Background: an optimization exercise with open tools, aiming at small area, a short achievable clock period and few clock cycles per item. Do not read the settings as production practice. In this exercise RTL edits were held to simulation tests only and were not proved equivalent to the original.

## flow/config.mk

```make
export PLATFORM = sky130hd
export DESIGN_NAME = dsp_core
export DESIGN_NICKNAME = dsp_core
export VERILOG_FILES = /design/flow/design.v
export SDC_FILE = /design/flow/constraint.sdc
export NUM_CORES = 4
export LEC_CHECK = 0
export CAP_MARGIN = 20
export CORE_MARGIN = 2
export CORE_UTILIZATION = 40
export SETUP_SLACK_MARGIN = 5
export SLEW_MARGIN = 20
```

## flow/constraint.sdc

```tcl
create_clock -name core_clock -period 10.0 [get_ports {clk}]
set_input_delay 2.0000 -clock core_clock [delete_from_list [all_inputs] [get_ports {clk}]]
set_output_delay 2.0000 -clock core_clock [all_outputs]
set_load 0.01 [all_outputs]
```

## flow/design.v

```verilog
package dsp_pkg;
	localparam int data_width = 16;
	localparam int n_blocks = 16;
	localparam int n_block_regs = 2;
	localparam int n_channels = 16;
	localparam int skid_depth = 2;
	localparam int skid_ptr_width = $clog2(skid_depth);
	typedef logic signed [data_width - 1 : 0] sample_t;
	typedef logic signed [2 * data_width - 1 : 0] product_t;
	typedef logic [$clog2(n_blocks) - 1 : 0] block_addr_t;
	typedef logic [$clog2(n_blocks) : 0] block_count_t;
	typedef logic [$clog2(n_channels) - 1 : 0] channel_addr_t;
	typedef logic [4 : 0] shift_t;
	typedef logic [31 : 0] instr_t;
	localparam channel_addr_t input_channel = 1;
	localparam channel_addr_t output_channel = 0;
	localparam product_t sample_max = 32'sd32767;
	localparam product_t sample_min = -32'sd32768;
	localparam int src_a_lsb = 0;
	localparam int src_b_lsb = 4;
	localparam int src_c_lsb = 8;
	localparam int dest_lsb = 12;
	localparam int shift_lsb = 16;
	localparam int src_b_reg_bit = 21;
	localparam int src_c_reg_bit = 22;
	localparam int saturate_disable_bit = 23;
	typedef struct packed {
		logic instr_write;
		logic reg_write;
		block_addr_t block_target;
		logic reg_target;
		instr_t instr_val;
		sample_t reg_val;
	} command_t;
	typedef struct packed {
		channel_addr_t dest;
		sample_t arg_a;
		sample_t arg_b;
		sample_t arg_c;
		shift_t shift;
		logic saturate_disable;
	} madd_op_t;
	typedef struct packed {
		channel_addr_t dest;
		sample_t value;
	} madd_result_t;
endpackage
`timescale 1ns/10ps
module booth_pp16 (
	input logic [15 : 0] a,
	input logic [15 : 0] b,
	output logic [103 : 0] mid
);
	logic neg1;
	logic one2;
	logic two3;
	logic pp4;
	logic pp5;
	logic pp6;
	logic pp7;
	logic pp8;
	logic pp9;
	logic pp10;
	logic pp11;
	logic pp12;
	logic pp13;
	logic pp14;
	logic pp15;
	logic pp16;
	logic pp17;
	logic pp18;
	logic pp19;
	logic pp20;
	logic ns21;
	logic neg22;
	logic one23;
	logic two24;
	logic pp25;
	logic pp26;
	logic pp27;
	logic pp28;
	logic pp29;
	logic pp30;
	logic pp31;
	logic pp32;
	logic pp33;
	logic pp34;
	logic pp35;
	logic pp36;
	logic pp37;
	logic pp38;
	logic pp39;
	logic pp40;
	logic pp41;
	logic ns42;
	logic neg43;
	logic one44;
	logic two45;
	logic pp46;
	logic pp47;
	logic pp48;
	logic pp49;
	logic pp50;
	logic pp51;
	logic pp52;
	logic pp53;
	logic pp54;
	logic pp55;
	logic pp56;
	logic pp57;
	logic pp58;
	logic pp59;
	logic pp60;
	logic pp61;
	logic pp62;
	logic ns63;
	logic neg64;
	logic one65;
	logic two66;
	logic pp67;
	logic pp68;
	logic pp69;
	logic pp70;
	logic pp71;
	logic pp72;
	logic pp73;
	logic pp74;
	logic pp75;
	logic pp76;
	logic pp77;
	logic pp78;
	logic pp79;
	logic pp80;
	logic pp81;
	logic pp82;
	logic pp83;
	logic ns84;
	logic neg85;
	logic one86;
	logic two87;
	logic pp88;
	logic pp89;
	logic pp90;
	logic pp91;
	logic pp92;
	logic pp93;
	logic pp94;
	logic pp95;
	logic pp96;
	logic pp97;
	logic pp98;
	logic pp99;
	logic pp100;
	logic pp101;
	logic pp102;
	logic pp103;
	logic pp104;
	logic ns105;
	logic neg106;
	logic one107;
	logic two108;
	logic pp109;
	logic pp110;
	logic pp111;
	logic pp112;
	logic pp113;
	logic pp114;
	logic pp115;
	logic pp116;
	logic pp117;
	logic pp118;
	logic pp119;
	logic pp120;
	logic pp121;
	logic pp122;
	logic pp123;
	logic pp124;
	logic pp125;
	logic ns126;
	logic neg127;
	logic one128;
	logic two129;
	logic pp130;
	logic pp131;
	logic pp132;
	logic pp133;
	logic pp134;
	logic pp135;
	logic pp136;
	logic pp137;
	logic pp138;
	logic pp139;
	logic pp140;
	logic pp141;
	logic pp142;
	logic pp143;
	logic pp144;
	logic pp145;
	logic pp146;
	logic ns147;
	logic neg148;
	logic one149;
	logic two150;
	logic pp151;
	logic pp152;
	logic pp153;
	logic pp154;
	logic pp155;
	logic pp156;
	logic pp157;
	logic pp158;
	logic pp159;
	logic pp160;
	logic pp161;
	logic pp162;
	logic pp163;
	logic pp164;
	logic pp165;
	logic pp166;
	logic pp167;
	logic ns168;
	logic s169;
	logic c170;
	logic s171;
	logic c172;
	logic s173;
	logic c174;
	logic s175;
	logic c176;
	logic s177;
	logic c178;
	logic s179;
	logic c180;
	logic s181;
	logic c182;
	logic s183;
	logic c184;
	logic s185;
	logic c186;
	logic s187;
	logic c188;
	logic s189;
	logic c190;
	logic s191;
	logic c192;
	logic s193;
	logic c194;
	logic s195;
	logic c196;
	logic s197;
	logic c198;
	logic s199;
	logic c200;
	logic s201;
	logic c202;
	logic s203;
	logic c204;
	logic s205;
	logic c206;
	logic s207;
	logic c208;
	logic s209;
	logic c210;
	logic s211;
	logic c212;
	logic s213;
	logic c214;
	logic s215;
	logic c216;
	logic s217;
	logic c218;
	logic s219;
	logic c220;
	logic s221;
	logic c222;
	logic s223;
	logic c224;
	logic s225;
	logic c226;
	logic s227;
	logic c228;
	logic s229;
	logic c230;
	logic s231;
	logic c232;
	logic s233;
	logic c234;
	logic s235;
	logic c236;
	logic s237;
	logic c238;
	logic s239;
	logic c240;
	logic s241;
	logic c242;
	logic s243;
	logic c244;
	logic s245;
	logic c246;
	logic s247;
	logic c248;
	logic s249;
	logic c250;
	logic s251;
	logic c252;
	logic s253;
	logic c254;
	logic s255;
	logic c256;
	logic s257;
	logic c258;
	logic s259;
	logic c260;
	logic s261;
	logic c262;
	logic s263;
	logic c264;
	logic s265;
	logic c266;
	logic s267;
	logic c268;
	logic s269;
	logic c270;
	logic s271;
	logic c272;
	logic s273;
	logic c274;
	logic s275;
	logic c276;
	logic s277;
	logic c278;
	logic s279;
	logic c280;
	logic s281;
	logic c282;
	logic s283;
	logic c284;
	logic s285;
	logic c286;
	logic s287;
	logic c288;
	assign neg1 = b[1] & ~(b[0] & 1'b0);
	assign one2 = b[0] ^ 1'b0;
	assign two3 = (b[1] & ~b[0] & ~1'b0) | (~b[1] & b[0] & 1'b0);
	assign pp4 = ((one2 & a[0]) | (two3 & 1'b0)) ^ neg1;
	assign pp5 = ((one2 & a[1]) | (two3 & a[0])) ^ neg1;
	assign pp6 = ((one2 & a[2]) | (two3 & a[1])) ^ neg1;
	assign pp7 = ((one2 & a[3]) | (two3 & a[2])) ^ neg1;
	assign pp8 = ((one2 & a[4]) | (two3 & a[3])) ^ neg1;
	assign pp9 = ((one2 & a[5]) | (two3 & a[4])) ^ neg1;
	assign pp10 = ((one2 & a[6]) | (two3 & a[5])) ^ neg1;
	assign pp11 = ((one2 & a[7]) | (two3 & a[6])) ^ neg1;
	assign pp12 = ((one2 & a[8]) | (two3 & a[7])) ^ neg1;
	assign pp13 = ((one2 & a[9]) | (two3 & a[8])) ^ neg1;
	assign pp14 = ((one2 & a[10]) | (two3 & a[9])) ^ neg1;
	assign pp15 = ((one2 & a[11]) | (two3 & a[10])) ^ neg1;
	assign pp16 = ((one2 & a[12]) | (two3 & a[11])) ^ neg1;
	assign pp17 = ((one2 & a[13]) | (two3 & a[12])) ^ neg1;
	assign pp18 = ((one2 & a[14]) | (two3 & a[13])) ^ neg1;
	assign pp19 = ((one2 & a[15]) | (two3 & a[14])) ^ neg1;
	assign pp20 = ((one2 & a[15]) | (two3 & a[15])) ^ neg1;
	assign ns21 = ~pp20;
	assign neg22 = b[3] & ~(b[2] & b[1]);
	assign one23 = b[2] ^ b[1];
	assign two24 = (b[3] & ~b[2] & ~b[1]) | (~b[3] & b[2] & b[1]);
	assign pp25 = ((one23 & a[0]) | (two24 & 1'b0)) ^ neg22;
	assign pp26 = ((one23 & a[1]) | (two24 & a[0])) ^ neg22;
	assign pp27 = ((one23 & a[2]) | (two24 & a[1])) ^ neg22;
	assign pp28 = ((one23 & a[3]) | (two24 & a[2])) ^ neg22;
	assign pp29 = ((one23 & a[4]) | (two24 & a[3])) ^ neg22;
	assign pp30 = ((one23 & a[5]) | (two24 & a[4])) ^ neg22;
	assign pp31 = ((one23 & a[6]) | (two24 & a[5])) ^ neg22;
	assign pp32 = ((one23 & a[7]) | (two24 & a[6])) ^ neg22;
	assign pp33 = ((one23 & a[8]) | (two24 & a[7])) ^ neg22;
	assign pp34 = ((one23 & a[9]) | (two24 & a[8])) ^ neg22;
	assign pp35 = ((one23 & a[10]) | (two24 & a[9])) ^ neg22;
	assign pp36 = ((one23 & a[11]) | (two24 & a[10])) ^ neg22;
	assign pp37 = ((one23 & a[12]) | (two24 & a[11])) ^ neg22;
	assign pp38 = ((one23 & a[13]) | (two24 & a[12])) ^ neg22;
	assign pp39 = ((one23 & a[14]) | (two24 & a[13])) ^ neg22;
	assign pp40 = ((one23 & a[15]) | (two24 & a[14])) ^ neg22;
	assign pp41 = ((one23 & a[15]) | (two24 & a[15])) ^ neg22;
	assign ns42 = ~pp41;
	assign neg43 = b[5] & ~(b[4] & b[3]);
	assign one44 = b[4] ^ b[3];
	assign two45 = (b[5] & ~b[4] & ~b[3]) | (~b[5] & b[4] & b[3]);
	assign pp46 = ((one44 & a[0]) | (two45 & 1'b0)) ^ neg43;
	assign pp47 = ((one44 & a[1]) | (two45 & a[0])) ^ neg43;
	assign pp48 = ((one44 & a[2]) | (two45 & a[1])) ^ neg43;
	assign pp49 = ((one44 & a[3]) | (two45 & a[2])) ^ neg43;
	assign pp50 = ((one44 & a[4]) | (two45 & a[3])) ^ neg43;
	assign pp51 = ((one44 & a[5]) | (two45 & a[4])) ^ neg43;
	assign pp52 = ((one44 & a[6]) | (two45 & a[5])) ^ neg43;
	assign pp53 = ((one44 & a[7]) | (two45 & a[6])) ^ neg43;
	assign pp54 = ((one44 & a[8]) | (two45 & a[7])) ^ neg43;
	assign pp55 = ((one44 & a[9]) | (two45 & a[8])) ^ neg43;
	assign pp56 = ((one44 & a[10]) | (two45 & a[9])) ^ neg43;
	assign pp57 = ((one44 & a[11]) | (two45 & a[10])) ^ neg43;
	assign pp58 = ((one44 & a[12]) | (two45 & a[11])) ^ neg43;
	assign pp59 = ((one44 & a[13]) | (two45 & a[12])) ^ neg43;
	assign pp60 = ((one44 & a[14]) | (two45 & a[13])) ^ neg43;
	assign pp61 = ((one44 & a[15]) | (two45 & a[14])) ^ neg43;
	assign pp62 = ((one44 & a[15]) | (two45 & a[15])) ^ neg43;
	assign ns63 = ~pp62;
	assign neg64 = b[7] & ~(b[6] & b[5]);
	assign one65 = b[6] ^ b[5];
	assign two66 = (b[7] & ~b[6] & ~b[5]) | (~b[7] & b[6] & b[5]);
	assign pp67 = ((one65 & a[0]) | (two66 & 1'b0)) ^ neg64;
	assign pp68 = ((one65 & a[1]) | (two66 & a[0])) ^ neg64;
	assign pp69 = ((one65 & a[2]) | (two66 & a[1])) ^ neg64;
	assign pp70 = ((one65 & a[3]) | (two66 & a[2])) ^ neg64;
	assign pp71 = ((one65 & a[4]) | (two66 & a[3])) ^ neg64;
	assign pp72 = ((one65 & a[5]) | (two66 & a[4])) ^ neg64;
	assign pp73 = ((one65 & a[6]) | (two66 & a[5])) ^ neg64;
	assign pp74 = ((one65 & a[7]) | (two66 & a[6])) ^ neg64;
	assign pp75 = ((one65 & a[8]) | (two66 & a[7])) ^ neg64;
	assign pp76 = ((one65 & a[9]) | (two66 & a[8])) ^ neg64;
	assign pp77 = ((one65 & a[10]) | (two66 & a[9])) ^ neg64;
	assign pp78 = ((one65 & a[11]) | (two66 & a[10])) ^ neg64;
	assign pp79 = ((one65 & a[12]) | (two66 & a[11])) ^ neg64;
	assign pp80 = ((one65 & a[13]) | (two66 & a[12])) ^ neg64;
	assign pp81 = ((one65 & a[14]) | (two66 & a[13])) ^ neg64;
	assign pp82 = ((one65 & a[15]) | (two66 & a[14])) ^ neg64;
	assign pp83 = ((one65 & a[15]) | (two66 & a[15])) ^ neg64;
	assign ns84 = ~pp83;
	assign neg85 = b[9] & ~(b[8] & b[7]);
	assign one86 = b[8] ^ b[7];
	assign two87 = (b[9] & ~b[8] & ~b[7]) | (~b[9] & b[8] & b[7]);
	assign pp88 = ((one86 & a[0]) | (two87 & 1'b0)) ^ neg85;
	assign pp89 = ((one86 & a[1]) | (two87 & a[0])) ^ neg85;
	assign pp90 = ((one86 & a[2]) | (two87 & a[1])) ^ neg85;
	assign pp91 = ((one86 & a[3]) | (two87 & a[2])) ^ neg85;
	assign pp92 = ((one86 & a[4]) | (two87 & a[3])) ^ neg85;
	assign pp93 = ((one86 & a[5]) | (two87 & a[4])) ^ neg85;
	assign pp94 = ((one86 & a[6]) | (two87 & a[5])) ^ neg85;
	assign pp95 = ((one86 & a[7]) | (two87 & a[6])) ^ neg85;
	assign pp96 = ((one86 & a[8]) | (two87 & a[7])) ^ neg85;
	assign pp97 = ((one86 & a[9]) | (two87 & a[8])) ^ neg85;
	assign pp98 = ((one86 & a[10]) | (two87 & a[9])) ^ neg85;
	assign pp99 = ((one86 & a[11]) | (two87 & a[10])) ^ neg85;
	assign pp100 = ((one86 & a[12]) | (two87 & a[11])) ^ neg85;
	assign pp101 = ((one86 & a[13]) | (two87 & a[12])) ^ neg85;
	assign pp102 = ((one86 & a[14]) | (two87 & a[13])) ^ neg85;
	assign pp103 = ((one86 & a[15]) | (two87 & a[14])) ^ neg85;
	assign pp104 = ((one86 & a[15]) | (two87 & a[15])) ^ neg85;
	assign ns105 = ~pp104;
	assign neg106 = b[11] & ~(b[10] & b[9]);
	assign one107 = b[10] ^ b[9];
	assign two108 = (b[11] & ~b[10] & ~b[9]) | (~b[11] & b[10] & b[9]);
	assign pp109 = ((one107 & a[0]) | (two108 & 1'b0)) ^ neg106;
	assign pp110 = ((one107 & a[1]) | (two108 & a[0])) ^ neg106;
	assign pp111 = ((one107 & a[2]) | (two108 & a[1])) ^ neg106;
	assign pp112 = ((one107 & a[3]) | (two108 & a[2])) ^ neg106;
	assign pp113 = ((one107 & a[4]) | (two108 & a[3])) ^ neg106;
	assign pp114 = ((one107 & a[5]) | (two108 & a[4])) ^ neg106;
	assign pp115 = ((one107 & a[6]) | (two108 & a[5])) ^ neg106;
	assign pp116 = ((one107 & a[7]) | (two108 & a[6])) ^ neg106;
	assign pp117 = ((one107 & a[8]) | (two108 & a[7])) ^ neg106;
	assign pp118 = ((one107 & a[9]) | (two108 & a[8])) ^ neg106;
	assign pp119 = ((one107 & a[10]) | (two108 & a[9])) ^ neg106;
	assign pp120 = ((one107 & a[11]) | (two108 & a[10])) ^ neg106;
	assign pp121 = ((one107 & a[12]) | (two108 & a[11])) ^ neg106;
	assign pp122 = ((one107 & a[13]) | (two108 & a[12])) ^ neg106;
	assign pp123 = ((one107 & a[14]) | (two108 & a[13])) ^ neg106;
	assign pp124 = ((one107 & a[15]) | (two108 & a[14])) ^ neg106;
	assign pp125 = ((one107 & a[15]) | (two108 & a[15])) ^ neg106;
	assign ns126 = ~pp125;
	assign neg127 = b[13] & ~(b[12] & b[11]);
	assign one128 = b[12] ^ b[11];
	assign two129 = (b[13] & ~b[12] & ~b[11]) | (~b[13] & b[12] & b[11]);
	assign pp130 = ((one128 & a[0]) | (two129 & 1'b0)) ^ neg127;
	assign pp131 = ((one128 & a[1]) | (two129 & a[0])) ^ neg127;
	assign pp132 = ((one128 & a[2]) | (two129 & a[1])) ^ neg127;
	assign pp133 = ((one128 & a[3]) | (two129 & a[2])) ^ neg127;
	assign pp134 = ((one128 & a[4]) | (two129 & a[3])) ^ neg127;
	assign pp135 = ((one128 & a[5]) | (two129 & a[4])) ^ neg127;
	assign pp136 = ((one128 & a[6]) | (two129 & a[5])) ^ neg127;
	assign pp137 = ((one128 & a[7]) | (two129 & a[6])) ^ neg127;
	assign pp138 = ((one128 & a[8]) | (two129 & a[7])) ^ neg127;
	assign pp139 = ((one128 & a[9]) | (two129 & a[8])) ^ neg127;
	assign pp140 = ((one128 & a[10]) | (two129 & a[9])) ^ neg127;
	assign pp141 = ((one128 & a[11]) | (two129 & a[10])) ^ neg127;
	assign pp142 = ((one128 & a[12]) | (two129 & a[11])) ^ neg127;
	assign pp143 = ((one128 & a[13]) | (two129 & a[12])) ^ neg127;
	assign pp144 = ((one128 & a[14]) | (two129 & a[13])) ^ neg127;
	assign pp145 = ((one128 & a[15]) | (two129 & a[14])) ^ neg127;
	assign pp146 = ((one128 & a[15]) | (two129 & a[15])) ^ neg127;
	assign ns147 = ~pp146;
	assign neg148 = b[15] & ~(b[14] & b[13]);
	assign one149 = b[14] ^ b[13];
	assign two150 = (b[15] & ~b[14] & ~b[13]) | (~b[15] & b[14] & b[13]);
	assign pp151 = ((one149 & a[0]) | (two150 & 1'b0)) ^ neg148;
	assign pp152 = ((one149 & a[1]) | (two150 & a[0])) ^ neg148;
	assign pp153 = ((one149 & a[2]) | (two150 & a[1])) ^ neg148;
	assign pp154 = ((one149 & a[3]) | (two150 & a[2])) ^ neg148;
	assign pp155 = ((one149 & a[4]) | (two150 & a[3])) ^ neg148;
	assign pp156 = ((one149 & a[5]) | (two150 & a[4])) ^ neg148;
	assign pp157 = ((one149 & a[6]) | (two150 & a[5])) ^ neg148;
	assign pp158 = ((one149 & a[7]) | (two150 & a[6])) ^ neg148;
	assign pp159 = ((one149 & a[8]) | (two150 & a[7])) ^ neg148;
	assign pp160 = ((one149 & a[9]) | (two150 & a[8])) ^ neg148;
	assign pp161 = ((one149 & a[10]) | (two150 & a[9])) ^ neg148;
	assign pp162 = ((one149 & a[11]) | (two150 & a[10])) ^ neg148;
	assign pp163 = ((one149 & a[12]) | (two150 & a[11])) ^ neg148;
	assign pp164 = ((one149 & a[13]) | (two150 & a[12])) ^ neg148;
	assign pp165 = ((one149 & a[14]) | (two150 & a[13])) ^ neg148;
	assign pp166 = ((one149 & a[15]) | (two150 & a[14])) ^ neg148;
	assign pp167 = ((one149 & a[15]) | (two150 & a[15])) ^ neg148;
	assign ns168 = ~pp167;
	assign s169 = pp14 ^ pp33;
	assign c170 = pp14 & pp33;
	assign s171 = pp15 ^ pp34;
	assign c172 = pp15 & pp34;
	assign s173 = pp16 ^ pp35 ^ pp54;
	assign c174 = (pp16 & pp35) | (pp16 & pp54) | (pp35 & pp54);
	assign s175 = pp73 ^ pp92;
	assign c176 = pp73 & pp92;
	assign s177 = pp17 ^ pp36 ^ pp55;
	assign c178 = (pp17 & pp36) | (pp17 & pp55) | (pp36 & pp55);
	assign s179 = pp74 ^ pp93;
	assign c180 = pp74 & pp93;
	assign s181 = pp18 ^ pp37 ^ pp56;
	assign c182 = (pp18 & pp37) | (pp18 & pp56) | (pp37 & pp56);
	assign s183 = pp75 ^ pp94 ^ pp113;
	assign c184 = (pp75 & pp94) | (pp75 & pp113) | (pp94 & pp113);
	assign s185 = pp132 ^ pp151;
	assign c186 = pp132 & pp151;
	assign s187 = pp19 ^ pp38 ^ pp57;
	assign c188 = (pp19 & pp38) | (pp19 & pp57) | (pp38 & pp57);
	assign s189 = pp76 ^ pp95 ^ pp114;
	assign c190 = (pp76 & pp95) | (pp76 & pp114) | (pp95 & pp114);
	assign s191 = pp133 ^ pp152;
	assign c192 = pp133 & pp152;
	assign s193 = ns21 ^ pp39 ^ pp58;
	assign c194 = (ns21 & pp39) | (ns21 & pp58) | (pp39 & pp58);
	assign s195 = pp77 ^ pp96 ^ pp115;
	assign c196 = (pp77 & pp96) | (pp77 & pp115) | (pp96 & pp115);
	assign s197 = pp134 ^ pp153 ^ 1'b1;
	assign c198 = (pp134 & pp153) | (pp134 & 1'b1) | (pp153 & 1'b1);
	assign s199 = pp40 ^ pp59 ^ pp78;
	assign c200 = (pp40 & pp59) | (pp40 & pp78) | (pp59 & pp78);
	assign s201 = pp97 ^ pp116 ^ pp135;
	assign c202 = (pp97 & pp116) | (pp97 & pp135) | (pp116 & pp135);
	assign s203 = pp154 ^ 1'b1;
	assign c204 = pp154 & 1'b1;
	assign s205 = ns42 ^ pp60 ^ pp79;
	assign c206 = (ns42 & pp60) | (ns42 & pp79) | (pp60 & pp79);
	assign s207 = pp98 ^ pp117 ^ pp136;
	assign c208 = (pp98 & pp117) | (pp98 & pp136) | (pp117 & pp136);
	assign s209 = pp61 ^ pp80 ^ pp99;
	assign c210 = (pp61 & pp80) | (pp61 & pp99) | (pp80 & pp99);
	assign s211 = pp118 ^ pp137;
	assign c212 = pp118 & pp137;
	assign s213 = ns63 ^ pp81 ^ pp100;
	assign c214 = (ns63 & pp81) | (ns63 & pp100) | (pp81 & pp100);
	assign s215 = pp82 ^ pp101;
	assign c216 = pp82 & pp101;
	assign s217 = pp10 ^ pp29;
	assign c218 = pp10 & pp29;
	assign s219 = pp11 ^ pp30;
	assign c220 = pp11 & pp30;
	assign s221 = pp12 ^ pp31 ^ pp50;
	assign c222 = (pp12 & pp31) | (pp12 & pp50) | (pp31 & pp50);
	assign s223 = pp69 ^ pp88;
	assign c224 = pp69 & pp88;
	assign s225 = pp13 ^ pp32 ^ pp51;
	assign c226 = (pp13 & pp32) | (pp13 & pp51) | (pp32 & pp51);
	assign s227 = pp70 ^ pp89;
	assign c228 = pp70 & pp89;
	assign s229 = s169 ^ pp52 ^ pp71;
	assign c230 = (s169 & pp52) | (s169 & pp71) | (pp52 & pp71);
	assign s231 = pp90 ^ pp109 ^ neg106;
	assign c232 = (pp90 & pp109) | (pp90 & neg106) | (pp109 & neg106);
	assign s233 = c170 ^ s171 ^ pp53;
	assign c234 = (c170 & s171) | (c170 & pp53) | (s171 & pp53);
	assign s235 = pp72 ^ pp91 ^ pp110;
	assign c236 = (pp72 & pp91) | (pp72 & pp110) | (pp91 & pp110);
	assign s237 = c172 ^ s173 ^ s175;
	assign c238 = (c172 & s173) | (c172 & s175) | (s173 & s175);
	assign s239 = pp111 ^ pp130 ^ neg127;
	assign c240 = (pp111 & pp130) | (pp111 & neg127) | (pp130 & neg127);
	assign s241 = c174 ^ c176 ^ s177;
	assign c242 = (c174 & c176) | (c174 & s177) | (c176 & s177);
	assign s243 = s179 ^ pp112 ^ pp131;
	assign c244 = (s179 & pp112) | (s179 & pp131) | (pp112 & pp131);
	assign s245 = c178 ^ c180 ^ s181;
	assign c246 = (c178 & c180) | (c178 & s181) | (c180 & s181);
	assign s247 = s183 ^ s185 ^ neg148;
	assign c248 = (s183 & s185) | (s183 & neg148) | (s185 & neg148);
	assign s249 = c182 ^ c184 ^ c186;
	assign c250 = (c182 & c184) | (c182 & c186) | (c184 & c186);
	assign s251 = s187 ^ s189 ^ s191;
	assign c252 = (s187 & s189) | (s187 & s191) | (s189 & s191);
	assign s253 = c188 ^ c190 ^ c192;
	assign c254 = (c188 & c190) | (c188 & c192) | (c190 & c192);
	assign s255 = s193 ^ s195 ^ s197;
	assign c256 = (s193 & s195) | (s193 & s197) | (s195 & s197);
	assign s257 = c194 ^ c196 ^ c198;
	assign c258 = (c194 & c196) | (c194 & c198) | (c196 & c198);
	assign s259 = s199 ^ s201 ^ s203;
	assign c260 = (s199 & s201) | (s199 & s203) | (s201 & s203);
	assign s261 = c200 ^ c202 ^ c204;
	assign c262 = (c200 & c202) | (c200 & c204) | (c202 & c204);
	assign s263 = s205 ^ s207 ^ pp155;
	assign c264 = (s205 & s207) | (s205 & pp155) | (s207 & pp155);
	assign s265 = c206 ^ c208 ^ s209;
	assign c266 = (c206 & c208) | (c206 & s209) | (c208 & s209);
	assign s267 = s211 ^ pp156 ^ 1'b1;
	assign c268 = (s211 & pp156) | (s211 & 1'b1) | (pp156 & 1'b1);
	assign s269 = c210 ^ c212 ^ s213;
	assign c270 = (c210 & c212) | (c210 & s213) | (c212 & s213);
	assign s271 = pp119 ^ pp138 ^ pp157;
	assign c272 = (pp119 & pp138) | (pp119 & pp157) | (pp138 & pp157);
	assign s273 = c214 ^ s215 ^ pp120;
	assign c274 = (c214 & s215) | (c214 & pp120) | (s215 & pp120);
	assign s275 = pp139 ^ pp158 ^ 1'b1;
	assign c276 = (pp139 & pp158) | (pp139 & 1'b1) | (pp158 & 1'b1);
	assign s277 = c216 ^ ns84 ^ pp102;
	assign c278 = (c216 & ns84) | (c216 & pp102) | (ns84 & pp102);
	assign s279 = pp121 ^ pp140 ^ pp159;
	assign c280 = (pp121 & pp140) | (pp121 & pp159) | (pp140 & pp159);
	assign s281 = pp103 ^ pp122 ^ pp141;
	assign c282 = (pp103 & pp122) | (pp103 & pp141) | (pp122 & pp141);
	assign s283 = pp160 ^ 1'b1;
	assign c284 = pp160 & 1'b1;
	assign s285 = ns105 ^ pp123 ^ pp142;
	assign c286 = (ns105 & pp123) | (ns105 & pp142) | (pp123 & pp142);
	assign s287 = pp124 ^ pp143;
	assign c288 = pp124 & pp143;
	assign mid[0] = pp4;
	assign mid[1] = neg1;
	assign mid[2] = pp5;
	assign mid[3] = pp6;
	assign mid[4] = pp25;
	assign mid[5] = neg22;
	assign mid[6] = pp7;
	assign mid[7] = pp26;
	assign mid[8] = pp8;
	assign mid[9] = pp27;
	assign mid[10] = pp46;
	assign mid[11] = neg43;
	assign mid[12] = pp9;
	assign mid[13] = pp28;
	assign mid[14] = pp47;
	assign mid[15] = s217;
	assign mid[16] = pp48;
	assign mid[17] = pp67;
	assign mid[18] = neg64;
	assign mid[19] = c218;
	assign mid[20] = s219;
	assign mid[21] = pp49;
	assign mid[22] = pp68;
	assign mid[23] = c220;
	assign mid[24] = s221;
	assign mid[25] = s223;
	assign mid[26] = neg85;
	assign mid[27] = c222;
	assign mid[28] = c224;
	assign mid[29] = s225;
	assign mid[30] = s227;
	assign mid[31] = c226;
	assign mid[32] = c228;
	assign mid[33] = s229;
	assign mid[34] = s231;
	assign mid[35] = c230;
	assign mid[36] = c232;
	assign mid[37] = s233;
	assign mid[38] = s235;
	assign mid[39] = c234;
	assign mid[40] = c236;
	assign mid[41] = s237;
	assign mid[42] = s239;
	assign mid[43] = c238;
	assign mid[44] = c240;
	assign mid[45] = s241;
	assign mid[46] = s243;
	assign mid[47] = c242;
	assign mid[48] = c244;
	assign mid[49] = s245;
	assign mid[50] = s247;
	assign mid[51] = c246;
	assign mid[52] = c248;
	assign mid[53] = s249;
	assign mid[54] = s251;
	assign mid[55] = c250;
	assign mid[56] = c252;
	assign mid[57] = s253;
	assign mid[58] = s255;
	assign mid[59] = c254;
	assign mid[60] = c256;
	assign mid[61] = s257;
	assign mid[62] = s259;
	assign mid[63] = c258;
	assign mid[64] = c260;
	assign mid[65] = s261;
	assign mid[66] = s263;
	assign mid[67] = c262;
	assign mid[68] = c264;
	assign mid[69] = s265;
	assign mid[70] = s267;
	assign mid[71] = c266;
	assign mid[72] = c268;
	assign mid[73] = s269;
	assign mid[74] = s271;
	assign mid[75] = c270;
	assign mid[76] = c272;
	assign mid[77] = s273;
	assign mid[78] = s275;
	assign mid[79] = c274;
	assign mid[80] = c276;
	assign mid[81] = s277;
	assign mid[82] = s279;
	assign mid[83] = c278;
	assign mid[84] = c280;
	assign mid[85] = s281;
	assign mid[86] = s283;
	assign mid[87] = c282;
	assign mid[88] = c284;
	assign mid[89] = s285;
	assign mid[90] = pp161;
	assign mid[91] = c286;
	assign mid[92] = s287;
	assign mid[93] = pp162;
	assign mid[94] = c288;
	assign mid[95] = ns126;
	assign mid[96] = pp144;
	assign mid[97] = pp163;
	assign mid[98] = pp145;
	assign mid[99] = pp164;
	assign mid[100] = ns147;
	assign mid[101] = pp165;
	assign mid[102] = pp166;
	assign mid[103] = ns168;
endmodule
module booth_sum16 (
	input logic [103 : 0] mid,
	output logic [31 : 0] x,
	output logic [31 : 0] y
);
	logic s1;
	logic c2;
	logic s3;
	logic c4;
	logic s5;
	logic c6;
	logic s7;
	logic c8;
	logic s9;
	logic c10;
	logic s11;
	logic c12;
	logic s13;
	logic c14;
	logic s15;
	logic c16;
	logic s17;
	logic c18;
	logic s19;
	logic c20;
	logic s21;
	logic c22;
	logic s23;
	logic c24;
	logic s25;
	logic c26;
	logic s27;
	logic c28;
	logic s29;
	logic c30;
	logic s31;
	logic c32;
	logic s33;
	logic c34;
	logic s35;
	logic c36;
	logic s37;
	logic c38;
	logic s39;
	logic c40;
	logic s41;
	logic c42;
	logic s43;
	logic c44;
	logic s45;
	logic c46;
	logic s47;
	logic c48;
	logic s49;
	logic c50;
	logic s51;
	logic c52;
	logic s53;
	logic c54;
	logic s55;
	logic c56;
	logic s57;
	logic c58;
	logic s59;
	logic c60;
	logic s61;
	logic c62;
	logic s63;
	logic c64;
	logic s65;
	logic c66;
	logic s67;
	logic c68;
	logic s69;
	logic c70;
	logic s71;
	logic c72;
	logic s73;
	logic c74;
	logic s75;
	logic c76;
	logic s77;
	logic c78;
	logic s79;
	logic c80;
	logic s81;
	logic c82;
	logic s83;
	logic c84;
	logic s85;
	logic c86;
	logic s87;
	logic c88;
	logic s89;
	logic c90;
	logic s91;
	logic c92;
	logic s93;
	logic c94;
	logic s95;
	logic c96;
	logic s97;
	logic c98;
	logic s99;
	logic c100;
	logic s101;
	logic c102;
	logic s103;
	logic c104;
	assign s1 = mid[8] ^ mid[9];
	assign c2 = mid[8] & mid[9];
	assign s3 = mid[12] ^ mid[13];
	assign c4 = mid[12] & mid[13];
	assign s5 = mid[15] ^ mid[16] ^ mid[17];
	assign c6 = (mid[15] & mid[16]) | (mid[15] & mid[17]) | (mid[16] & mid[17]);
	assign s7 = mid[19] ^ mid[20] ^ mid[21];
	assign c8 = (mid[19] & mid[20]) | (mid[19] & mid[21]) | (mid[20] & mid[21]);
	assign s9 = mid[23] ^ mid[24] ^ mid[25];
	assign c10 = (mid[23] & mid[24]) | (mid[23] & mid[25]) | (mid[24] & mid[25]);
	assign s11 = mid[27] ^ mid[28] ^ mid[29];
	assign c12 = (mid[27] & mid[28]) | (mid[27] & mid[29]) | (mid[28] & mid[29]);
	assign s13 = mid[31] ^ mid[32] ^ mid[33];
	assign c14 = (mid[31] & mid[32]) | (mid[31] & mid[33]) | (mid[32] & mid[33]);
	assign s15 = mid[35] ^ mid[36] ^ mid[37];
	assign c16 = (mid[35] & mid[36]) | (mid[35] & mid[37]) | (mid[36] & mid[37]);
	assign s17 = mid[39] ^ mid[40] ^ mid[41];
	assign c18 = (mid[39] & mid[40]) | (mid[39] & mid[41]) | (mid[40] & mid[41]);
	assign s19 = mid[43] ^ mid[44] ^ mid[45];
	assign c20 = (mid[43] & mid[44]) | (mid[43] & mid[45]) | (mid[44] & mid[45]);
	assign s21 = mid[47] ^ mid[48] ^ mid[49];
	assign c22 = (mid[47] & mid[48]) | (mid[47] & mid[49]) | (mid[48] & mid[49]);
	assign s23 = mid[51] ^ mid[52] ^ mid[53];
	assign c24 = (mid[51] & mid[52]) | (mid[51] & mid[53]) | (mid[52] & mid[53]);
	assign s25 = mid[55] ^ mid[56] ^ mid[57];
	assign c26 = (mid[55] & mid[56]) | (mid[55] & mid[57]) | (mid[56] & mid[57]);
	assign s27 = mid[59] ^ mid[60] ^ mid[61];
	assign c28 = (mid[59] & mid[60]) | (mid[59] & mid[61]) | (mid[60] & mid[61]);
	assign s29 = mid[63] ^ mid[64] ^ mid[65];
	assign c30 = (mid[63] & mid[64]) | (mid[63] & mid[65]) | (mid[64] & mid[65]);
	assign s31 = mid[67] ^ mid[68] ^ mid[69];
	assign c32 = (mid[67] & mid[68]) | (mid[67] & mid[69]) | (mid[68] & mid[69]);
	assign s33 = mid[71] ^ mid[72] ^ mid[73];
	assign c34 = (mid[71] & mid[72]) | (mid[71] & mid[73]) | (mid[72] & mid[73]);
	assign s35 = mid[75] ^ mid[76] ^ mid[77];
	assign c36 = (mid[75] & mid[76]) | (mid[75] & mid[77]) | (mid[76] & mid[77]);
	assign s37 = mid[79] ^ mid[80] ^ mid[81];
	assign c38 = (mid[79] & mid[80]) | (mid[79] & mid[81]) | (mid[80] & mid[81]);
	assign s39 = mid[83] ^ mid[84] ^ mid[85];
	assign c40 = (mid[83] & mid[84]) | (mid[83] & mid[85]) | (mid[84] & mid[85]);
	assign s41 = mid[87] ^ mid[88] ^ mid[89];
	assign c42 = (mid[87] & mid[88]) | (mid[87] & mid[89]) | (mid[88] & mid[89]);
	assign s43 = mid[91] ^ mid[92] ^ mid[93];
	assign c44 = (mid[91] & mid[92]) | (mid[91] & mid[93]) | (mid[92] & mid[93]);
	assign s45 = mid[94] ^ mid[95] ^ mid[96];
	assign c46 = (mid[94] & mid[95]) | (mid[94] & mid[96]) | (mid[95] & mid[96]);
	assign s47 = mid[98] ^ mid[99];
	assign c48 = mid[98] & mid[99];
	assign s49 = mid[3] ^ mid[4];
	assign c50 = mid[3] & mid[4];
	assign s51 = mid[6] ^ mid[7];
	assign c52 = mid[6] & mid[7];
	assign s53 = s1 ^ mid[10] ^ mid[11];
	assign c54 = (s1 & mid[10]) | (s1 & mid[11]) | (mid[10] & mid[11]);
	assign s55 = c2 ^ s3 ^ mid[14];
	assign c56 = (c2 & s3) | (c2 & mid[14]) | (s3 & mid[14]);
	assign s57 = c4 ^ s5 ^ mid[18];
	assign c58 = (c4 & s5) | (c4 & mid[18]) | (s5 & mid[18]);
	assign s59 = c6 ^ s7 ^ mid[22];
	assign c60 = (c6 & s7) | (c6 & mid[22]) | (s7 & mid[22]);
	assign s61 = c8 ^ s9 ^ mid[26];
	assign c62 = (c8 & s9) | (c8 & mid[26]) | (s9 & mid[26]);
	assign s63 = c10 ^ s11 ^ mid[30];
	assign c64 = (c10 & s11) | (c10 & mid[30]) | (s11 & mid[30]);
	assign s65 = c12 ^ s13 ^ mid[34];
	assign c66 = (c12 & s13) | (c12 & mid[34]) | (s13 & mid[34]);
	assign s67 = c14 ^ s15 ^ mid[38];
	assign c68 = (c14 & s15) | (c14 & mid[38]) | (s15 & mid[38]);
	assign s69 = c16 ^ s17 ^ mid[42];
	assign c70 = (c16 & s17) | (c16 & mid[42]) | (s17 & mid[42]);
	assign s71 = c18 ^ s19 ^ mid[46];
	assign c72 = (c18 & s19) | (c18 & mid[46]) | (s19 & mid[46]);
	assign s73 = c20 ^ s21 ^ mid[50];
	assign c74 = (c20 & s21) | (c20 & mid[50]) | (s21 & mid[50]);
	assign s75 = c22 ^ s23 ^ mid[54];
	assign c76 = (c22 & s23) | (c22 & mid[54]) | (s23 & mid[54]);
	assign s77 = c24 ^ s25 ^ mid[58];
	assign c78 = (c24 & s25) | (c24 & mid[58]) | (s25 & mid[58]);
	assign s79 = c26 ^ s27 ^ mid[62];
	assign c80 = (c26 & s27) | (c26 & mid[62]) | (s27 & mid[62]);
	assign s81 = c28 ^ s29 ^ mid[66];
	assign c82 = (c28 & s29) | (c28 & mid[66]) | (s29 & mid[66]);
	assign s83 = c30 ^ s31 ^ mid[70];
	assign c84 = (c30 & s31) | (c30 & mid[70]) | (s31 & mid[70]);
	assign s85 = c32 ^ s33 ^ mid[74];
	assign c86 = (c32 & s33) | (c32 & mid[74]) | (s33 & mid[74]);
	assign s87 = c34 ^ s35 ^ mid[78];
	assign c88 = (c34 & s35) | (c34 & mid[78]) | (s35 & mid[78]);
	assign s89 = c36 ^ s37 ^ mid[82];
	assign c90 = (c36 & s37) | (c36 & mid[82]) | (s37 & mid[82]);
	assign s91 = c38 ^ s39 ^ mid[86];
	assign c92 = (c38 & s39) | (c38 & mid[86]) | (s39 & mid[86]);
	assign s93 = c40 ^ s41 ^ mid[90];
	assign c94 = (c40 & s41) | (c40 & mid[90]) | (s41 & mid[90]);
	assign s95 = c42 ^ s43 ^ 1'b1;
	assign c96 = (c42 & s43) | (c42 & 1'b1) | (s43 & 1'b1);
	assign s97 = c44 ^ s45 ^ mid[97];
	assign c98 = (c44 & s45) | (c44 & mid[97]) | (s45 & mid[97]);
	assign s99 = c46 ^ s47 ^ 1'b1;
	assign c100 = (c46 & s47) | (c46 & 1'b1) | (s47 & 1'b1);
	assign s101 = c48 ^ mid[100] ^ mid[101];
	assign c102 = (c48 & mid[100]) | (c48 & mid[101]) | (mid[100] & mid[101]);
	assign s103 = mid[102] ^ 1'b1;
	assign c104 = mid[102] & 1'b1;
	assign x[0] = mid[0];
	assign y[0] = mid[1];
	assign x[1] = mid[2];
	assign y[1] = 1'b0;
	assign x[2] = s49;
	assign y[2] = mid[5];
	assign x[3] = c50;
	assign y[3] = s51;
	assign x[4] = c52;
	assign y[4] = s53;
	assign x[5] = c54;
	assign y[5] = s55;
	assign x[6] = c56;
	assign y[6] = s57;
	assign x[7] = c58;
	assign y[7] = s59;
	assign x[8] = c60;
	assign y[8] = s61;
	assign x[9] = c62;
	assign y[9] = s63;
	assign x[10] = c64;
	assign y[10] = s65;
	assign x[11] = c66;
	assign y[11] = s67;
	assign x[12] = c68;
	assign y[12] = s69;
	assign x[13] = c70;
	assign y[13] = s71;
	assign x[14] = c72;
	assign y[14] = s73;
	assign x[15] = c74;
	assign y[15] = s75;
	assign x[16] = c76;
	assign y[16] = s77;
	assign x[17] = c78;
	assign y[17] = s79;
	assign x[18] = c80;
	assign y[18] = s81;
	assign x[19] = c82;
	assign y[19] = s83;
	assign x[20] = c84;
	assign y[20] = s85;
	assign x[21] = c86;
	assign y[21] = s87;
	assign x[22] = c88;
	assign y[22] = s89;
	assign x[23] = c90;
	assign y[23] = s91;
	assign x[24] = c92;
	assign y[24] = s93;
	assign x[25] = c94;
	assign y[25] = s95;
	assign x[26] = c96;
	assign y[26] = s97;
	assign x[27] = c98;
	assign y[27] = s99;
	assign x[28] = c100;
	assign y[28] = s101;
	assign x[29] = c102;
	assign y[29] = s103;
	assign x[30] = c104;
	assign y[30] = mid[103];
	assign x[31] = 1'b1;
	assign y[31] = 1'b0;
endmodule
`timescale 1ns/10ps
module dsp_core (
	input logic clk,
	input logic reset,
	input logic tick,
	input dsp_pkg::sample_t sample_in,
	input dsp_pkg::command_t command,
	output dsp_pkg::sample_t sample_out,
	output logic ready,
	output dsp_pkg::block_count_t n_blocks_running,
	output logic [31 : 0] commits_accepted
);
	logic [23 : 0] instrs [16];
	logic signed [15 : 0] coef0 [16];
	logic signed [15 : 0] coef1 [16];
	logic signed [15 : 0] ch [16];
	logic busy;
	logic tick_q;
	logic [3 : 0] cur;
	logic [4 : 0] nxt;
	logic [23 : 0] ins_q;
	logic [15 : 0] a_oh;
	logic [15 : 0] b_oh;
	logic [15 : 0] bc_oh;
	logic [23 : 0] nins;
	logic [3 : 0] ncur;
	logic [3 : 0] a_addr, b_addr, dest;
	logic breg;
	logic s1_valid, stall, adv, last, go_idle;
	logic signed [15 : 0] a_val, b_val;
	logic [103 : 0] mid;
	logic [23 : 0] instr0;
	logic s2_v;
	logic [103 : 0] s2_mid;
	logic [3 : 0] s2_dest;
	logic [4 : 0] s2_sh;
	logic s2_satd;
	logic s2_creg;
	logic [3 : 0] s2_caddr;
	logic [3 : 0] s2_blk;
	logic [31 : 0] px, py;
	logic s3_v;
	logic [15 : 0] s3_qlo;
	logic s3_hi_zero, s3_hi_m1, s3_hi_p1, s3_hi_m2, s3_neg;
	logic [3 : 0] s3_dest;
	logic s3_satd;
	logic signed [15 : 0] s3_c;
	logic s3_cfwd;
	logic signed [15 : 0] last_res;
	logic signed [15 : 0] res;
	assign a_addr = ins_q[3 : 0];
	assign b_addr = ins_q[7 : 4];
	assign dest = ins_q[15 : 12];
	assign breg = ins_q[21];
	assign s1_valid = busy || (tick && n_blocks_running != '0);
	assign stall = (s2_v && (a_addr == s2_dest || (!breg && b_addr == s2_dest)))
		|| (s3_v && (a_addr == s3_dest || (!breg && b_addr == s3_dest)))
		|| (tick && (a_addr == 4'd1 || (!breg && b_addr == 4'd1)));
	assign adv = s1_valid && !stall;
	assign last = nxt == n_blocks_running;
	assign go_idle = reset || (adv && last) || !s1_valid;
	always_comb begin
		a_val = '0;
		b_val = '0;
		for (int k = 0; k < 16; k++) begin
			a_val = a_val | (ch[k] & {16{a_oh[k]}});
			b_val = b_val | (ch[k] & {16{b_oh[k]}}) | (coef0[k] & {16{bc_oh[k]}});
		end
	end
	assign instr0 = (command.instr_write && command.block_target == 4'd0)
		? command.instr_val[23 : 0] : instrs[0];
	always_comb begin
		if (go_idle) begin
			nins = instr0;
			ncur = 4'd0;
		end else if (adv) begin
			nins = instrs[nxt[3 : 0]];
			ncur = nxt[3 : 0];
		end else begin
			nins = ins_q;
			ncur = cur;
		end
	end
	always_ff @(posedge clk) begin
		ins_q <= nins;
		cur <= ncur;
		for (int k = 0; k < 16; k++) begin
			a_oh[k] <= nins[3 : 0] == 4'(k);
			b_oh[k] <= !nins[21] && nins[7 : 4] == 4'(k);
			bc_oh[k] <= nins[21] && ncur == 4'(k);
		end
		if (go_idle)
			nxt <= 5'd1;
		else if (adv)
			nxt <= nxt + 5'd1;
	end
	always_ff @(posedge clk) begin
		if (reset) begin
			busy <= 1'b0;
			tick_q <= 1'b0;
			s2_v <= 1'b0;
			s3_v <= 1'b0;
		end else begin
			tick_q <= tick;
			s2_v <= adv;
			s3_v <= s2_v;
			busy <= s1_valid && !(adv && last);
		end
	end
	booth_pp16 mul_pp (
		.a(b_val),
		.b(a_val),
		.mid(mid)
	);
	always_ff @(posedge clk) begin
		s2_mid <= mid;
		s2_dest <= dest;
		s2_sh <= ins_q[20 : 16];
		s2_satd <= ins_q[23];
		s2_creg <= ins_q[22];
		s2_caddr <= ins_q[11 : 8];
		s2_blk <= cur;
	end
	logic signed [31 : 0] prod;
	logic [15 : 0] p_hi;
	logic [15 : 0] m_hi;
	logic [15 : 0] m_bit;
	logic [15 : 0] m_above;
	booth_sum16 mul_sum (
		.mid(s2_mid),
		.x(px),
		.y(py)
	);
	assign prod = px + py;
	assign p_hi = prod[31 : 16];
	always_comb begin
		for (int k = 0; k < 16; k++) begin
			m_hi[k] = k >= 32'(s2_sh) || k == 15;
			m_bit[k] = k == 32'(s2_sh) && k != 15;
		end
	end
	assign m_above = m_hi & ~m_bit;
	always_ff @(posedge clk) begin
		s3_qlo <= 16'(prod >>> s2_sh);
		s3_hi_zero <= (p_hi & m_hi) == '0;
		s3_hi_m1 <= (p_hi | ~m_hi) == '1;
		s3_hi_p1 <= (p_hi & m_bit) != '0 && (p_hi & m_above) == '0;
		s3_hi_m2 <= m_bit != '0 && (p_hi & m_bit) == '0 && (p_hi | ~m_above) == '1;
		s3_neg <= prod[31];
		s3_dest <= s2_dest;
		s3_satd <= s2_satd;
		s3_c <= s2_creg ? coef1[s2_blk] : ch[s2_caddr];
		s3_cfwd <= s3_v && !s2_creg && s2_caddr == s3_dest;
		last_res <= res;
	end
	logic signed [15 : 0] c_val;
	logic [16 : 0] s_lo;
	logic d_up, d_down;
	logic h_zero, h_m1, in_range, neg;
	assign c_val = s3_cfwd ? last_res : s3_c;
	assign s_lo = {1'b0, s3_qlo} + {1'b0, c_val};
	assign d_up = s_lo[16] && !c_val[15];
	assign d_down = !s_lo[16] && c_val[15];
	assign h_zero = d_up ? s3_hi_m1 : d_down ? s3_hi_p1 : s3_hi_zero;
	assign h_m1 = d_up ? s3_hi_m2 : d_down ? s3_hi_zero : s3_hi_m1;
	assign in_range = s_lo[15] ? h_m1 : h_zero;
	assign neg = s3_neg ? !(s3_hi_m1 && d_up) : (s3_hi_zero && d_down);
	always_comb begin
		if (s3_satd || in_range)
			res = s_lo[15 : 0];
		else if (neg)
			res = 16'sh8000;
		else
			res = 16'sh7fff;
	end
	logic [3 : 0] tgt;
	logic [15 : 0] reg_wdata;
	logic [15 : 0] res_wdata;
	logic [15 : 0] ch1_wdata;
	assign tgt = command.block_target;
	assign reg_wdata = reset ? 16'd0 : command.reg_val;
	assign res_wdata = reset ? 16'd0 : res;
	assign ch1_wdata = reset ? 16'd0 : tick ? sample_in : res;
	always_ff @(posedge clk) begin
		if (command.instr_write)
			instrs[tgt] <= command.instr_val[23 : 0];
	end
	always_ff @(posedge clk) begin
		for (int k = 0; k < 16; k++) begin
			if (reset || (command.reg_write && !command.reg_target && tgt == 4'(k)))
				coef0[k] <= reg_wdata;
			if (reset || (command.reg_write && command.reg_target && tgt == 4'(k)))
				coef1[k] <= reg_wdata;
		end
	end
	always_ff @(posedge clk) begin
		for (int k = 0; k < 16; k++) begin
			if (k == 1) begin
				if (reset || tick || (s3_v && s3_dest == 4'(k)))
					ch[k] <= ch1_wdata;
			end else begin
				if (reset || (s3_v && s3_dest == 4'(k)))
					ch[k] <= res_wdata;
			end
		end
	end
	always_ff @(posedge clk) begin
		if (reset) begin
			sample_out <= '0;
			commits_accepted <= '0;
			n_blocks_running <= '0;
		end else begin
			if (tick) begin
				sample_out <= (s3_v && s3_dest == 4'd0) ? res : ch[0];
				commits_accepted <= commits_accepted + 32'(n_blocks_running);
			end
			if (command.instr_write && {1'b0, tgt} >= n_blocks_running)
				n_blocks_running <= {1'b0, tgt} + 5'd1;
		end
	end
	assign ready = !busy && !s2_v && !tick_q;
endmodule
```

## flow/run.sh

```bash
#!/bin/bash
# synth_recipe.tcl (not shown) runs the flow's synth.tcl, then flattens the netlist and writes it again
# the make line also repeats each setting of config.mk as NAME=value (left out here)
make -C /OpenROAD-flow-scripts/flow DESIGN_CONFIG=/design/flow/config.mk WORK_HOME=/design/flow/orfs CLKGATE_MAP_FILE= SYNTH_SCRIPT=/design/flow/synth_recipe.tcl finish
```

==> impl_metrics.py <==
metrics = {
    "placement": {
        "io_buffers": 119,
        "gp_congestion": 0.950,
        "dp_hpwl_um": 143000,
    },
    "drt": {
        "drtIter0Drc": 7360,
        "drc": 0,
        "drtAntennaViolNets": 0,
        "vias": 46100,
        "viasPerCell": 6.44,
        "wl_per_cell_um": 33.1,
        "drt-total-wl_um": 237000,
        "drt_pass1_iterations": 7,
    },
    "critical_path": {
        "arrival_ps": 5550,
        "critPathLaunchType": "register",
        "cp_slowest_cell": "xor2_1",
        "cpLargestDelayFamily": "compound AO/OA/AOI/OAI gates",
        "path_buf_inv": 2,
        "worst_ep_required_time_ps": 10680,
        "path_class": "register to register",
        "crit_chain": "fa_1, inv_1, fa_1, inv_1, ha_1, o211a_1, o31a_1, a21boi_1, a21oi_2, o211a_1, xor2_1, o21ai_0, o2bb2ai_1, a211o_1, nor3_1",
        "endpoint_kind": "register",
        "crit_fanout": 9,
        "cpPeakStageDelay_ps": 710,
    },
    "clock_tree": {
        "clkLatencyLatePin_ps": 840,
        "cts.root.buffer_cell": "clkbuf_16",
        "hold_buffers": 0,
        "clockBufferDepth": 3,
        "cts-buffers-inserted": 156,
        "path_clk_slew_ps": 70,
        "clkSinkCount": 1476,
        "h-tree-depth": 4,
        "cts_tree": "done",
    },
    "grt": {
        "antenna_found_initial": 8,
        "grt_max_degree": 70,
        "grt_pass1_wl_um": 332000,
        "grt_remaining_overflow": 0,
        "first_global_vias": 44100,
        "grt_use_total_pct": 27.7,
    },
    "synthesis": {
        "synth_cell_types": 97,
        "ys_seq_elements": 1476,
        "synthesis.nets": 4972,
        "ys_seq_area_share_pct": 63.0,
        "synth_edf_count": 1167,
        "synth_ff_type": "edfxtp_1",
        "async_flop_share_pct": 0,
        "synthCells": 4721,
        "syn-cell-area_um2": 65400,
        "syn_avg_cell_area_um2": 13.9,
        "ys_warn_count": 4,
    },
    "final_layout": {
        "drive_above_1_share_pct": 15.5,
        "multiInputGateArea_um2": 23400,
        "nNetsFinal": 5103,
        "syn_to_final_growth_pct": 16.0,
        "n_fill_cell": 14200,
        "seq_area_um2": 41300,
    },
    "die": {
        "fp.dieH_um": 408,
        "initial_core_util_pct": 40.2,
        "rows": 148,
        "die_x_um": 408,
        "die-area_um2": 167000,
        "core-area_um2": 163000,
        "num_io_pins": 128,
    },
    "sta": {
        "tightest_slew_ps": 1230,
        "fmax_mhz": 205,
        "rsz0062_at_grt": "yes",
        "setup_tns_ps": 0,
        "setup_violations": 0,
        "relSlewSlack_pct": 17.6,
        "timing.final.hold_violations": 0,
        "period_share_pct": 48.7,
        "finClkSkew_ps": 75.1,
        "min_period_ps": 4870,
        "slew_viol_final": 0,
    },
    "job": {
        "cap_violations": 0,
    },
    "outcome": {
        "status": "finished clean",
    },
    "hold_path": {
        "min_path_type": "register to register",
    },
}
[cell type report]
| type | instances | share of cell area, % |
|---|---|---|
| Timing Repair Buffer | 298 | 3.74 |
| Tap cell | 2175 | 3.59 |
| Multi-Input combinational cell | 2801 | 30.8 |
| Antenna cell | 1 | 0.00330 |
| Inverter | 119 | 0.588 |
| Sequential cell | 1476 | 54.4 |
| Clock buffer | 197 | 5.49 |
| Clock inverter | 91 | 1.41 |
[kinds of logic (layout without fill, tap and decap cells)]
group	count (synthesis)	after routing	share of synthesized area, %
DFF	1476	1476	63.0
AOI/OAI and AO/OA	1332	1332	14.8
and+or+nand+nor	845	845	6.35
buffers and inverters	444	705	2.61
muxes	239	239	6.11
xor gates and xnor gates	207	207	2.78
adders and majority gates	178	178	4.39
other	0	1	0
[layout by cell type, fill, tap and decap left out, types with 22 or more instances in the layout]
master / synthesis / routed
edfxtp_1: 1167 / 1167
a22oi_1: 544 / 544
dfxtp_1: 309 / 290
nor2_1: 253 / 222
a21oi_1: 165 / 165
buf_4: 1 / 162
clkbuf_16: 0 / 157
nand2_1: 143 / 142
nand3_1: 126 / 125
mux4_2: 124 / 124
xnor2_1: 120 / 119
clkdlybuf4s50_1: 0 / 117
a22o_1: 111 / 111
inv_1: 110 / 110
nand4_1: 98 / 98
a221oi_1: 94 / 94
o21ai_0: 137 / 92
ha_1: 91 / 91
fa_1: 86 / 86
xor2_1: 86 / 85
mux2i_1: 82 / 80
nor3_1: 56 / 43
o22ai_1: 33 / 33
a211oi_1: 32 / 32
mux2_2: 32 / 32
clkbuf_1: 278 / 31
clkinv_2: 0 / 29
o21ai_4: 0 / 28
clkinv_1: 6 / 27
nand2b_1: 27 / 27
o21a_1: 26 / 26
a21o_1: 22 / 22
[stage by stage]
| step | setup slack [ps] | area, µm² | instances | hold WS [ps] | util, % |
|---|---|---|---|---|---|
| after floorplan | 5120 | 65400 | 4721 | 310 | - |
| after global placement | 4630 | 70000 | 6842 | 328 | 43.1 |
| after detailed placement | 4580 | 70200 | 6847 | 330 | 43.1 |
| after CTS | 5030 | 75400 | 7135 | 343 | 46.4 |
| after global routing | 4990 | 75900 | 7157 | 353 | 46.7 |
| final | 5130 | 75900 | 7158 | 344 | 46.7 |
[layer usage]
metal  up-vias  wire length, µm  GRT usage (%)  share of wire [%]
li1      19000                -              -                  -
met1     22900            90200           36.4                 38
met2      3371           102000           40.6                 43
met3       816            31000           9.95                 13
met4        13            13600           13.5                5.7
met5         -              238          0.575               0.10
[Yosys cell counts (86+ instances only)]
library cell / number / area [µm²]
nand4_1: 98 / 613
fa_1: 86 / 1720
clkbuf_1: 278 / 1040
a221oi_1: 94 / 823
dfxtp_1: 309 / 6190
xor2_1: 86 / 753
xnor2_1: 120 / 1050
a22o_1: 111 / 972
nor2_1: 253 / 950
inv_1: 110 / 413
edfxtp_1: 1167 / 35000
o21ai_0: 137 / 686
a22oi_1: 544 / 4080
nand2_1: 143 / 537
nand3_1: 126 / 631
ha_1: 91 / 1140
mux4_2: 124 / 2790
a21oi_1: 165 / 826
[flip-flops by register name, indices dropped and copies added, names as in the netlist, 16 cells and up, named ones only]
register	cells
bc_oh	16
sample_out	16
s3_qlo	16
ins_q	24
s3_c	16
coef1	256
last_res	16
a_oh	16
s2_mid	104
commits_accepted	32
ch	256
b_oh	16
coef0	256
instrs	384
[what timing repair did]
| item | in CTS | in global routing |
|---|---|---|
| resized for setup | 6 | 27 |
| pin swaps | 0 | 1 |
| setup buffers | 0 | 9 |
| endpoints found under the hold margin | 0 | 0 |
| endpoints found under the setup margin | 183 | 247 |
[worst paths after layout]
| kind | startpoint | end | slack (ps) | cells past startpoint |
|---|---|---|---|---|
| worst min-delay path | ins_q[22] | s2_creg | 340 | 0 |
| worst max-delay path | s2_mid[15] | s3_hi_m2 | 5130 | 15 |
| worst min register to register | ins_q[22] | s2_creg | 340 | 0 |
| worst max register to register | s2_mid[15] | s3_hi_m2 | 5130 | 15 |
Testbench counts, summed over its fixed seeds: cycles 32,277, samples 2,048.

## port drivers added, routing unchanged
How much do the figures lean on ideal ports? The routed layout below was timed once more, with nothing changed but the port constraints. Step 1: set_driving_cell puts a clkbuf_16 on clk and a buf_2 on each other input, an assumption about the parent block. Step 2 also shifts input and output timing later by t, the mid clock arrival at the registers, as if the neighbouring blocks saw the same clock. a / b / c = no drivers / after step 1 / after step 2; a / b = the first two.
shift t [ns]: 0.873
slack for setup (ns): 5.133 / 5.133 / 4.637
worst hold slack (ns): 0.344 / 0.344 / 0.344
clock arrival spread, ns: 0.083 / 0.083
worst register clock-pin slew, ns: 0.07 / 0.07
After both steps this run still meets setup and hold. For this run, drivers alone change the setup slack by 0.000 ns; drivers and shift together by -0.496 ns.
